What follows belongs to an exercise in optimizing a design on an open flow for small area, a short achievable clock period and few clock cycles per item; a production flow would make more cautious choices.
Only simulation tests tie the RTL to the original design; equivalence was not proved.
No activity file was given, so power comes from the tool's default toggle rates.

tundra:
==> flow/design.v <==
module dpram_fifo #(
  parameter int VECTOR_LENGTH = 512,
  parameter int WORD_WIDTH    = 8,
  parameter int ADDR_WIDTH    = $clog2(VECTOR_LENGTH),
  parameter int LEVEL_WIDTH   = $clog2(VECTOR_LENGTH + 3)
) (
  input  logic                   clk_i,
  input  logic                   rst_i,
  input  logic                   clear_i,
  input  logic [WORD_WIDTH-1:0]  in_data_i,
  input  logic                   in_valid_i,
  output logic                   in_ready_o,
  output logic [WORD_WIDTH-1:0]  out_data_o,
  output logic                   out_valid_o,
  input  logic                   out_ready_i,
  output logic [LEVEL_WIDTH-1:0] level_o
);
  localparam int NQ     = 3;    
  localparam int DEPTH  = VECTOR_LENGTH - NQ;
  localparam int GSIZE  = 32;   
  localparam int NGRP   = VECTOR_LENGTH / GSIZE;
  localparam int LOBITS = $clog2(GSIZE);
  localparam int HIBITS = ADDR_WIDTH - LOBITS;
  logic                   flush_s;
  logic                   accept_s;
  logic                   pop_s;
  logic                   issue_s;
  logic [LEVEL_WIDTH-1:0] level_r;
  logic [LEVEL_WIDTH-1:0] level_inc_s;
  logic [LEVEL_WIDTH-1:0] level_dec_s;
  logic [LEVEL_WIDTH-1:0] level_s;
  logic                   full_r;
  logic                   not_full_r;    
  logic [WORD_WIDTH-1:0]  in_data_r;     
  logic                   in_we_r;
  logic [WORD_WIDTH-1:0]  mem_r [DEPTH];
  logic [ADDR_WIDTH-1:0]  raddr_r;       
  logic [GSIZE-1:0]       rsel_r;        
  logic                   ram_empty_r;
  logic [1:0]             stage_cnt_r;   
  logic [WORD_WIDTH-1:0]  part_s [NGRP];   
  logic [WORD_WIDTH-1:0]  part_r [NGRP];
  logic [HIBITS-1:0]      hi_r;
  logic                   v1_r;
  logic [WORD_WIDTH-1:0]  land_s;
  logic [WORD_WIDTH-1:0]  q_r [NQ];
  logic [1:0]             qn_r;
  logic                   qv_r;          
  logic [1:0]             qn_pop_s;
  logic [1:0]             qn_s;
  logic [WORD_WIDTH-1:0]  q_s [NQ];
  assign flush_s    = rst_i || clear_i;
  dpram_fifo_and3nn u_in_ready (
    .a_i (not_full_r),
    .b_n_i (rst_i),
    .c_n_i (clear_i),
    .y_o (in_ready_o)
  );
  dpram_fifo_and4nnn u_accept (
    .a_i (in_valid_i),
    .b_n_i (full_r),
    .c_n_i (rst_i),
    .d_n_i (clear_i),
    .y_o (accept_s)
  );
  assign pop_s      = qv_r && out_ready_i && !flush_s;
  dpram_fifo_incdec #(.W(LEVEL_WIDTH)) u_level_incdec (
    .a_i   (level_r),
    .inc_o (level_inc_s),
    .dec_o (level_dec_s)
  );
  always_comb begin
    case ({accept_s, pop_s})
      2'b10:   level_s = level_inc_s;
      2'b01:   level_s = level_dec_s;
      default: level_s = level_r;
    endcase
  end
  always_ff @(posedge clk_i) begin
    if (flush_s) begin
      level_r    <= '0;
      full_r     <= 1'b0;
      not_full_r <= 1'b1;
    end else begin
      level_r    <= level_s;
      full_r     <= level_s[LEVEL_WIDTH-1];
      not_full_r <= !level_s[LEVEL_WIDTH-1];
    end
  end
  always_ff @(posedge clk_i) begin
    in_data_r <= in_data_i;
    in_we_r   <= accept_s;
  end
  always_ff @(posedge clk_i) begin
    if (in_we_r) begin
      mem_r[0] <= in_data_r;
      for (int i = 1; i < DEPTH; i++) begin
        mem_r[i] <= mem_r[i-1];
      end
    end
  end
  assign issue_s = !ram_empty_r && (stage_cnt_r != 2'(NQ));
  always_ff @(posedge clk_i) begin
    if (flush_s) begin
      raddr_r     <= '1;
      rsel_r      <= GSIZE'(1) << (GSIZE - 1);
      ram_empty_r <= 1'b1;
      stage_cnt_r <= '0;
    end else begin
      raddr_r     <= raddr_r + ADDR_WIDTH'(in_we_r) - ADDR_WIDTH'(issue_s);
      if (in_we_r && !issue_s) begin
        rsel_r <= {rsel_r[GSIZE-2:0], rsel_r[GSIZE-1]};
      end else if (!in_we_r && issue_s) begin
        rsel_r <= {rsel_r[0], rsel_r[GSIZE-1:1]};
      end
      ram_empty_r <= in_we_r ? 1'b0 : (ram_empty_r || (issue_s && raddr_r == '0));
      stage_cnt_r <= stage_cnt_r + 2'(issue_s) - 2'(pop_s);
    end
  end
  for (genvar g = 0; g < NGRP; g++) begin : g_grp
    for (genvar b = 0; b < WORD_WIDTH; b++) begin : g_bit
      logic [10:0] l1_s;
      logic [2:0]  l2_s;
      logic [31:0] d_s;
      for (genvar k = 0; k < 32; k++) begin : g_d
        if (g*GSIZE+k < DEPTH) begin : g_word
          assign d_s[k] = mem_r[g*GSIZE+k][b];
        end else begin : g_none
          assign d_s[k] = 1'b0;
        end
      end
      for (genvar t = 0; t < 10; t++) begin : g_l1
        if (g*GSIZE+3*t+2 < DEPTH) begin : g_full
          dpram_fifo_aoi222 u_aoi (
            .a1_i (rsel_r[3*t]),   .a2_i (d_s[3*t]),
            .b1_i (rsel_r[3*t+1]), .b2_i (d_s[3*t+1]),
            .c1_i (rsel_r[3*t+2]), .c2_i (d_s[3*t+2]),
            .y_o  (l1_s[t])
          );
        end else begin : g_part
          assign l1_s[t] = !((rsel_r[3*t] && d_s[3*t]) || (rsel_r[3*t+1] && d_s[3*t+1]) ||
                             (rsel_r[3*t+2] && d_s[3*t+2]));
        end
      end
      if (g*GSIZE+31 < DEPTH) begin : g_l1_full
        dpram_fifo_aoi22 u_aoi_last (
          .a1_i (rsel_r[30]), .a2_i (d_s[30]),
          .b1_i (rsel_r[31]), .b2_i (d_s[31]),
          .y_o  (l1_s[10])
        );
      end else begin : g_l1_part
        assign l1_s[10] = !((rsel_r[30] && d_s[30]) || (rsel_r[31] && d_s[31]));
      end
      dpram_fifo_nand4 u_l2_a (.a_i(l1_s[0]), .b_i(l1_s[1]), .c_i(l1_s[2]), .d_i(l1_s[3]),
                               .y_o(l2_s[0]));
      dpram_fifo_nand4 u_l2_b (.a_i(l1_s[4]), .b_i(l1_s[5]), .c_i(l1_s[6]), .d_i(l1_s[7]),
                               .y_o(l2_s[1]));
      dpram_fifo_nand3 u_l2_c (.a_i(l1_s[8]), .b_i(l1_s[9]), .c_i(l1_s[10]), .y_o(l2_s[2]));
      dpram_fifo_or3 u_l3 (.a_i(l2_s[0]), .b_i(l2_s[1]), .c_i(l2_s[2]), .y_o(part_s[g][b]));
    end
  end
  always_ff @(posedge clk_i) begin
    for (int g = 0; g < NGRP; g++) begin
      part_r[g] <= part_s[g];
    end
    hi_r <= raddr_r[ADDR_WIDTH-1:LOBITS];
    v1_r <= issue_s && !flush_s;
  end
  assign land_s   = part_r[hi_r];
  assign qn_pop_s = qn_r - 2'(pop_s);
  assign qn_s     = qn_pop_s + 2'(v1_r);
  for (genvar i = 0; i < NQ; i++) begin : g_q
    logic [1:0] sel_s;
    assign sel_s[1] = !(2'(i) < qn_pop_s);
    assign sel_s[0] = pop_s;
    dpram_fifo_qmux #(.W(WORD_WIDTH)) u_qmux (
      .sel_i  (sel_s),
      .hold_i (q_r[i]),
      .next_i (q_r[(i + 1) % NQ]),
      .land_i (land_s),
      .y_o    (q_s[i])
    );
  end
  always_ff @(posedge clk_i) begin
    for (int i = 0; i < NQ; i++) begin
      q_r[i] <= q_s[i];
    end
    if (flush_s) begin
      qn_r <= '0;
      qv_r <= 1'b0;
    end else begin
      qn_r <= qn_s;
      qv_r <= (qn_s != 2'd0);
    end
  end
  assign out_valid_o = qv_r;
  assign out_data_o  = q_r[0];
  assign level_o     = level_r;
endmodule
module dpram_fifo_incdec #(
  parameter int W = 10
) (
  input  logic [W-1:0] a_i,
  output logic [W-1:0] inc_o,
  output logic [W-1:0] dec_o
);
  assign inc_o = a_i + W'(1);
  assign dec_o = a_i - W'(1);
endmodule
module dpram_fifo_aoi222 (
  input  logic a1_i, a2_i, b1_i, b2_i, c1_i, c2_i,
  output logic y_o
);
  assign y_o = !((a1_i && a2_i) || (b1_i && b2_i) || (c1_i && c2_i));
endmodule
module dpram_fifo_nand4 (
  input  logic a_i, b_i, c_i, d_i,
  output logic y_o
);
  assign y_o = !(a_i && b_i && c_i && d_i);
endmodule
module dpram_fifo_qmux #(
  parameter int W = 8
) (
  input  logic [1:0]   sel_i,
  input  logic [W-1:0] hold_i,
  input  logic [W-1:0] next_i,
  input  logic [W-1:0] land_i,
  output logic [W-1:0] y_o
);
  assign y_o = sel_i[1] ? land_i : (sel_i[0] ? next_i : hold_i);
endmodule
module dpram_fifo_and3nn (
  input  logic a_i, b_n_i, c_n_i,
  output logic y_o
);
  assign y_o = a_i && !b_n_i && !c_n_i;
endmodule
module dpram_fifo_and4nnn (
  input  logic a_i, b_n_i, c_n_i, d_n_i,
  output logic y_o
);
  assign y_o = a_i && !b_n_i && !c_n_i && !d_n_i;
endmodule
module dpram_fifo_aoi22 (
  input  logic a1_i, a2_i, b1_i, b2_i,
  output logic y_o
);
  assign y_o = !((a1_i && a2_i) || (b1_i && b2_i));
endmodule
module dpram_fifo_nand3 (
  input  logic a_i, b_i, c_i,
  output logic y_o
);
  assign y_o = !(a_i && b_i && c_i);
endmodule
module dpram_fifo_or3 (
  input  logic a_i, b_i, c_i,
  output logic y_o
);
  assign y_o = a_i || b_i || c_i;
endmodule
clock: 4.5 ns
lec_check: 0
cap_margin: 20
core_margin: 2
core_utilization: 56
cts_cluster_diameter: 80
cts_cluster_size: 24
setup_slack_margin: 2.2
slew_margin: 20
synth_hierarchical: 1
synth_minimum_keep_size: 0
standard.sh (not shown) runs the stock make flow with config.mk's settings and CLKGATE_MAP_FILE= SYNTH_SCRIPT=/design/flow/synth_recipe.tcl, a recipe that flattens the netlist after the stock synthesis.
==> flow/flow/run.sh <==
#!/bin/bash
# Layout flow: the standard ORFS flow, with two changes:
#  - ports are buffered with buf_4 instead of the default (a delay-cell
#    buffer), so hold fixing inserts its own delay cells and the
#    rst_i/clear_i -> in_ready_o path stays fast;
#  - clock tree synthesis is run without dummy loads.
# Each tool's full output goes to its own log in the run folder (ORFS also
# keeps its per-step logs under orfs/logs/).
set -euo pipefail
export BUFFER_PORTS_ARGS="-buffer_cell sky130_fd_sc_hd__buf_4"
export CTS_ARGS="-sink_clustering_enable -repair_clock_nets -dont_use_dummy_load -sink_clustering_size 24 -sink_clustering_max_diameter 80"
bash standard.sh synth > flow_synth.log 2>&1
bash standard.sh finish > flow_layout.log 2>&1
tundra: all stages complete, timing, DRC and antenna checks passed
Testbench counts of tundra, summed over its fixed seeds: cycles 83,234, items 48,000.
What onyx does differently from tundra at the input level:
Settings: swapping 56 for 50 in CORE_UTILIZATION.
==> comparison <==
Post-detailed-placement half-perimeter wirelength for onyx: about 7% down relative to tundra. The relative contribution of the clock network to total power of tundra and that of onyx are within noise of each other. Count of plain and timing-repair buffers, tundra and onyx, lower one = onyx. Going from tundra to onyx, number of cells on the critical path stayed essentially flat; fmax fell by 1.5%; overall track demand over capacity in global routing saw a decrease; number of instances in the placed design rose by about 3.3%.
What violet does differently from onyx at the input level:
Settings: CTS_CLUSTER_SIZE changed from 24 to 28; CTS_CLUSTER_DIAMETER changed from 80 to 90.
diff --git a/flow/flow/run.sh b/flow/flow/run.sh
--- a/flow/flow/run.sh
+++ b/flow/flow/run.sh
@@ -10,3 +10,3 @@
 export BUFFER_PORTS_ARGS="-buffer_cell sky130_fd_sc_hd__buf_4"
-export CTS_ARGS="-sink_clustering_enable -repair_clock_nets -dont_use_dummy_load -sink_clustering_size 24 -sink_clustering_max_diameter 80"
+export CTS_ARGS="-sink_clustering_enable -repair_clock_nets -dont_use_dummy_load -sink_clustering_size 28 -sink_clustering_max_diameter 90"
 bash standard.sh synth > flow_synth.log 2>&1
==> results.txt <==
violet ended with every stage complete and zero timing, DRC or antenna violations. Non-clock buffer count in violet is 6 below onyx. Delta (violet minus onyx): routed wire length ~0 delta, clock buffer count -29.
The following lists how xenon was set up differently from violet:
Settings: CORE_UTILIZATION: 50 -> 56.
Re final core area utilization: violet and xenon aren't equal, and the lower value belongs to violet.
xenon against violet; leakage power summed over all cells is up slightly.
| delay contributed by the slowest stage of the critical path | xenon vs violet | 30 ps lower |
xenon and violet ended up with roughly the same global-route wire length before repair.
The setup slack of xenon was superior to that of violet.
[xenon] count of cells along the worst register-to-register path fell 2 relative to violet
Of violet and xenon, the run reporting the higher number of buffers outside the clock class in the layout was xenon.
Diff violet and xenon: worst-margin pin slew higher in violet
xenon against violet: share of the cycle needed by the critical path after routing down 0.77 points, area of the die now smaller, area after synthesis now sits at about the same level.
Edits applied to the flow inputs when going from xenon to harbor:
Settings: SETUP_SLACK_MARGIN: 2.2 -> 2.35; CTS_CLUSTER_DIAMETER: 90 -> 80; CTS_CLUSTER_SIZE: 28 -> 24; CORE_UTILIZATION: 56 -> 50.
diff --git a/flow/flow/run.sh b/flow/flow/run.sh
--- a/flow/flow/run.sh
+++ b/flow/flow/run.sh
@@ -10,3 +10,3 @@
 export BUFFER_PORTS_ARGS="-buffer_cell sky130_fd_sc_hd__buf_4"
-export CTS_ARGS="-sink_clustering_enable -repair_clock_nets -dont_use_dummy_load -sink_clustering_size 28 -sink_clustering_max_diameter 90"
+export CTS_ARGS="-sink_clustering_enable -repair_clock_nets -dont_use_dummy_load -sink_clustering_size 24 -sink_clustering_max_diameter 80"
 bash standard.sh synth > flow_synth.log 2>&1
[summary]
harbor — effective utilization at floorplan 6.1 points lower, xenon as reference. Compared harbor vs xenon, and non-clock buffer count is up in harbor. In harbor, the portion of total power attributed to sequential cells came out 1.5 points below the value in xenon. Combined area of the multi-input logic cells (harbor over xenon): increase, 0.87%. A beginning of the critical path of q_r[0][4] is what xenon shows, while q_r[0][6] belongs to harbor. Area used by sequential logic in the layout: xenon vs harbor, no meaningful difference. xenon has a lower part of the cycle the worst path needs than harbor. On harbor: count of routing violations after the opening detailed-route iteration is 8.1% higher than what xenon gave. Between xenon and harbor, clock-buffer cell count is higher for harbor, xenon comes in under that.
--- input diff harbor..ember ---
Settings: swapping 50 for 60 in CORE_UTILIZATION; swapping 2.35 for 2.2 in SETUP_SLACK_MARGIN.
ember: all stages complete, timing, DRC and antenna checks passed. harbor: no failed stages, no open violations at the end. Diff harbor -> ember | number of instances resized during post-cts repair | down by more than a quarter. The lower clock period minus worst slack of harbor and ember is in ember. [compare] base=harbor new=ember: setup slack went up 91 ps, internal power contribution saw a decrease, number of fillers in the final layout went down 5613, non-clock buffer count now sits lower. dfxtp_1 as the slowest cell on the critical path was reported by ember, and dfxtp_4 by harbor. Wire length of the first global-routing pass was higher in harbor than in ember. When the final numbers for harbor and ember were put side by side, the met1 routed wirelength after detailed routing turned out to be smaller in ember.

re-timing with driven ports:
The results above use ideal ports. As a check the final layouts listed here were re-extracted and re-timed, cells and wires unchanged.
Step 1 (the two cells are an assumption about what drives the block):
set clk [get_ports {clk_i}]
set_driving_cell -lib_cell sky130_fd_sc_hd__clkbuf_16 $clk
set_driving_cell -lib_cell sky130_fd_sc_hd__buf_2 [delete_from_list [all_inputs] $clk]
Step 2 times the ports against the registers' clock, not the clock port: input delays grow and output delays shrink by t, the midpoint of the rising clock arrivals with the driver on.
Slacks: ideal ports / drivers / drivers and shift; pairs: ideal ports / drivers.
| run | shift t [ns] | slack for setup (ns) | worst setup path after step 2 | pins driven straight from the clock port |
|---|---|---|---|---|
| tundra | 1.000 | 2.130 / 2.034 / 1.386 | input to register | 1 |
| onyx | 0.966 | 2.094 / 2.003 / 1.447 | input to register | 1 |
| violet | 0.959 | 2.093 / 2.003 / 1.437 | input to register | 1 |
| xenon | 0.964 | 2.128 / 2.032 / 1.406 | input to register | 1 |
| harbor | 0.970 | 2.090 / 1.999 / 1.514 | input to register | 1 |
| ember | 0.938 | 2.182 / 2.084 / 1.339 | input to register | 1 |
After both steps setup and hold are still met in every run listed. The setup slack of ember, which loses most, moves by -0.098 ns with the drivers and by -0.843 ns with both steps.
